Source: an optimization exercise on an open RTL-to-GDS flow (aim: small area). Production flows keep margins and buffers that such runs may drop. Only simulation tests tie the RTL to the original design; equivalence was not proved. Power and IR drop assume default switching activity.

==> module pipe_core, before the edit <==
module pipe_core
#(
    parameter logic [31:0] RESET_PC = '0,
    parameter int    NUM_REGS = 32
) (
    input  logic        clock,
    input  logic        rst_n,
    output logic [31:0] imem_addr,
    input  logic [31:0] imem_data,
    output logic        wb_en,
    output logic [4:0]  wb_reg,
    output logic [31:0] wb_data
);
    localparam int NSLOT = 31;
    localparam logic [2:0] S_CLR = 3'd0;
    localparam logic [2:0] S_D   = 3'd1;
    localparam logic [2:0] S_C0  = 3'd2;
    localparam logic [2:0] S_C1  = 3'd3;
    localparam logic [2:0] S_W   = 3'd4;
    logic [2:0]  state;
    logic [4:0]  rot;           
    logic [4:0]  rot_n;
    logic [4:0]  pos;           
    logic [31:0] pc;
    logic [31:0] a;
    logic [31:0] slot [NSLOT];
    logic [4:0]  op, rd, rs, rt, func;
    logic [31:0] imm, target;
    assign op     = imem_data[31:27];
    assign rd     = imem_data[26:22];
    assign rs     = imem_data[21:17];
    assign rt     = imem_data[16:12];
    assign func   = imem_data[6:2];
    assign imm    = {{15{imem_data[16]}}, imem_data[16:0]};
    assign target = {5'b0, imem_data[26:0]};
    logic is_r, is_addi, is_bne, is_j;
    assign is_r    = (op == 5'd0);
    assign is_addi = (op == 5'd5);
    assign is_bne  = (op == 5'd2);
    assign is_j    = (op == 5'd1);
    logic [4:0] naddr;
    always_comb begin
        case (state)
            S_C0:    naddr = is_bne ? rd : rt;
            S_D:     naddr = rs;
            default: naddr = rd;
        endcase
    end
    assign rot_n = (rot == 5'd30) ? 5'd0 : rot + 5'd1;
    logic [5:0] psum;
    logic [4:0] pos_n;
    assign psum  = {1'b0, naddr} + {1'b0, rot_n};
    assign pos_n = (naddr == 5'd0) ? 5'd31 :
                   (psum >= 6'd31) ? 5'(psum - 6'd31) : psum[4:0];
    logic [31:0] port;
    always_comb begin
        port = '0;
        for (int s = 0; s < NSLOT; s++) begin
            if (pos == 5'(s)) port = port | slot[s];
        end
    end
    function automatic logic is_head(int s);
        is_head = (s == 0 || s == 5 || s == 10 || s == 15 || s == 19 || s == 23 || s == 27);
    endfunction
    logic at_head;
    always_comb begin
        at_head = 1'b0;
        for (int s = 0; s < NSLOT; s++)
            if (is_head(s) && pos == 5'((s + NSLOT - 1) % NSLOT)) at_head = 1'b1;
    end
    logic wr, done;
    assign wr   = (is_r || is_addi) && (rd != 5'd0);
    assign done = !wr || at_head;
    logic        in_w, in_c1, taken, sub, cin;
    logic        x_pc, x_a, y_imm, y_tgt, y_port;
    logic [31:0] x, y, sum, res;
    assign in_w   = (state == S_W);
    assign in_c1  = (state == S_C1);
    assign taken  = is_bne && (a != 32'd0);
    assign x_pc   = in_w && !is_j;
    assign x_a    = in_c1;
    assign y_imm  = in_w ? taken : (in_c1 && is_addi);
    assign y_tgt  = in_w && is_j;
    assign y_port = (state == S_C0) || (in_c1 && !is_addi);
    assign sub    = in_c1 && (is_bne || (is_r && func == 5'd1));
    assign cin    = x_pc || sub;
    assign x   = ({32{x_pc}} & pc) | ({32{x_a}} & a);
    assign y   = ({32{y_imm}} & imm) | ({32{y_tgt}} & target) | ({32{y_port}} & port);
    assign sum = x + (y ^ {32{sub}}) + {31'd0, cin};
    always_comb begin
        res = sum;
        if (in_c1 && is_r) begin
            case (func)
                5'd0, 5'd1: res = sum;
                5'd2:       res = x & y;
                5'd3:       res = x | y;
                default:    res = '0;
            endcase
        end
    end
    always_ff @(posedge clock or negedge rst_n) begin
        if (!rst_n) begin
            state <= S_CLR;
            rot   <= '0;
            pc    <= RESET_PC;
        end else begin
            rot <= rot_n;
            state <= state_n;
            if (in_w && done) pc <= sum;
        end
    end
    always_ff @(posedge clock) begin
        pos <= pos_n;
        if (state != S_D && state != S_W) a <= res;
    end
    logic wr_now;
    assign wr_now = in_w && wr;
    logic clr;
    assign clr = (state == S_CLR);
    logic [2:0] state_n;
    always_comb begin
        case (state)
            S_CLR:   state_n = (rot == 5'd6) ? S_D : S_CLR;
            S_D:     state_n = S_C0;
            S_C0:    state_n = S_C1;
            S_C1:    state_n = S_W;
            default: state_n = done ? S_D : S_W;
        endcase
    end
    logic [NSLOT-1:0] hw_d, hw, hw_n;
    always_comb begin
        for (int s = 0; s < NSLOT; s++)
            hw_d[s] = is_head(s) && ((state_n == S_CLR) ||
                      ((state_n == S_W) && wr && pos_n == 5'((s + NSLOT - 1) % NSLOT)));
    end
    always_ff @(posedge clock) begin
        for (int s = 0; s < NSLOT; s++) begin
            if (is_head(s)) begin
                hw[s]   <= hw_d[s];
                hw_n[s] <= !hw_d[s];
            end
        end
    end
    always_ff @(posedge clock) begin
        for (int s = 0; s < NSLOT; s++) begin
            if (is_head(s))
                slot[s] <= (a & {32{hw[s]}}) | (slot[(s + NSLOT - 1) % NSLOT] & {32{hw_n[s]}});
            else
                slot[s] <= slot[(s + NSLOT - 1) % NSLOT];
        end
    end
    assign imem_addr = pc;
    assign wb_en     = wr_now && at_head;
    assign wb_reg    = rd;
    assign wb_data   = a;
endmodule
Settings: LEC_CHECK=0, CAP_MARGIN=20, CELL_PAD_IN_SITES_DETAIL_PLACEMENT=1, CORE_MARGIN=2, CORE_UTILIZATION=55, CTS_BUF_LIST=sky130_fd_sc_hd__clkbuf_8, CTS_CLUSTER_DIAMETER=50, CTS_CLUSTER_SIZE=16, PLACE_DENSITY=0.65, SLEW_MARGIN=20; clock period 10.0 ns.
standard.sh (not shown) runs the stock make flow with config.mk's settings and CLKGATE_MAP_FILE= SYNTH_SCRIPT=/design/flow/synth_recipe.tcl, a recipe that flattens the netlist after the stock synthesis.
==> flow/flow/run.sh <==
#!/bin/bash
# Own flow: the standard layout (standard.sh) with two changes:
#  - synthesis maps the combinational logic with abc's area-oriented script
#    flow/area.abc instead of the delay-oriented one; registers come from the
#    same dfflibmap step as the standard synthesis, so their names and cell
#    types are unchanged
#  - port buffers are buf_1 instead of clkdlybuf4s50_1
# Each step's output goes to its own log file here.
set -euo pipefail
W=$(pwd)
{
  cat <<EOT
proc abc {args} {
  set i [lsearch -exact \$args -script]
  if {\$i >= 0} { lset args [expr {\$i + 1}] $W/flow/area.abc }
  yosys abc {*}\$args
}
EOT
  cat "$W/synth_recipe.tcl"
} > "$W/own_synth.tcl"
sed -e "s#SYNTH_SCRIPT=[^ ]*#SYNTH_SCRIPT=$W/own_synth.tcl 'BUFFER_PORTS_ARGS=-buffer_cell sky130_fd_sc_hd__buf_1'#" \
    "$W/standard.sh" > "$W/own_standard.sh"
bash "$W/own_standard.sh" synth > "$W/synth.log" 2>&1
bash "$W/own_standard.sh" > "$W/layout.log" 2>&1
==> flow/flow/area.abc <==
strash
ifraig
scorr
dc2
strash
&get -n
&st
&dch -f
&nf -a -R 1000
&st
&dch -f
&nf -a -R 1000
&put
topo
stime -c
Rerun with:
--- a/flow/design.v
+++ b/flow/design.v
@@ -137,8 +137,16 @@
             pc    <= RESET_PC;
         end else begin
             rot <= rot_n;
-            state <= state_n;
-            if (in_w && done) pc <= sum;
+            case (state)
+                S_CLR: if (rot == 5'd6) state <= S_D;
+                S_D:   state <= S_C0;
+                S_C0:  state <= S_C1;
+                S_C1:  state <= S_W;
+                default: if (done) begin
+                    state <= S_D;
+                    pc    <= sum;
+                end
+            endcase
         end
     end
     always_ff @(posedge clock) begin
@@ -149,36 +157,14 @@
     assign wr_now = in_w && wr;
     logic clr;
     assign clr = (state == S_CLR);
-    logic [2:0] state_n;
-    always_comb begin
-        case (state)
-            S_CLR:   state_n = (rot == 5'd6) ? S_D : S_CLR;
-            S_D:     state_n = S_C0;
-            S_C0:    state_n = S_C1;
-            S_C1:    state_n = S_W;
-            default: state_n = done ? S_D : S_W;
-        endcase
-    end
-    logic [NSLOT-1:0] hw_d, hw, hw_n;
-    always_comb begin
-        for (int s = 0; s < NSLOT; s++)
-            hw_d[s] = is_head(s) && ((state_n == S_CLR) ||
-                      ((state_n == S_W) && wr && pos_n == 5'((s + NSLOT - 1) % NSLOT)));
-    end
     always_ff @(posedge clock) begin
         for (int s = 0; s < NSLOT; s++) begin
-            if (is_head(s)) begin
-                hw[s]   <= hw_d[s];
-                hw_n[s] <= !hw_d[s];
+            if (is_head(s) &&
+                (clr || (wr_now && pos == 5'((s + NSLOT - 1) % NSLOT)))) begin
+                slot[s] <= a;
+            end else begin
+                slot[s] <= slot[(s + NSLOT - 1) % NSLOT];
             end
-        end
-    end
-    always_ff @(posedge clock) begin
-        for (int s = 0; s < NSLOT; s++) begin
-            if (is_head(s))
-                slot[s] <= (a & {32{hw[s]}}) | (slot[(s + NSLOT - 1) % NSLOT] & {32{hw_n[s]}});
-            else
-                slot[s] <= slot[(s + NSLOT - 1) % NSLOT];
         end
     end
     assign imem_addr = pc;
=>
- utilization came out higher by 0.91 points
- synthesized area climbs slightly
- power rose slightly
- die area climbs slightly
- synthesized cell count went down slightly

## afterwards: timing with drivers on the ports
In the flow no input, the clock included, has a driving cell. The finished layouts below were timed again as built, in two steps.
Step 1: set_driving_cell puts a clkbuf_16 on clock and a buf_2 on each other input, an assumption about the parent block.
Step 2, shift: input delay + t, output delay - t, t = (earliest + latest rising clock arrival at the registers) / 2. This alone moves slack from input paths to output paths.
Slacks: no drivers / after step 1 / after step 2; pairs: no drivers / after step 1.
| run | shift t [ns] | setup slack, ns | worst setup path at the end | worst register clock-pin slew, ns | worst slew at a driven data input, ns |
|---|---|---|---|---|---|
| the first run | 0.806 | 1.175 / 1.221 / 0.415 | input to register | 0.10 / 0.10 | 0.13 |
| the second run | 0.780 | 0.778 / 0.778 / 0.038 | input to register | 0.11 / 0.11 | 0.15 |
After both steps setup and hold are still met in every run listed. The setup slack of the first run, which loses most, moves by +0.046 ns with the drivers and by -0.760 ns with both steps.
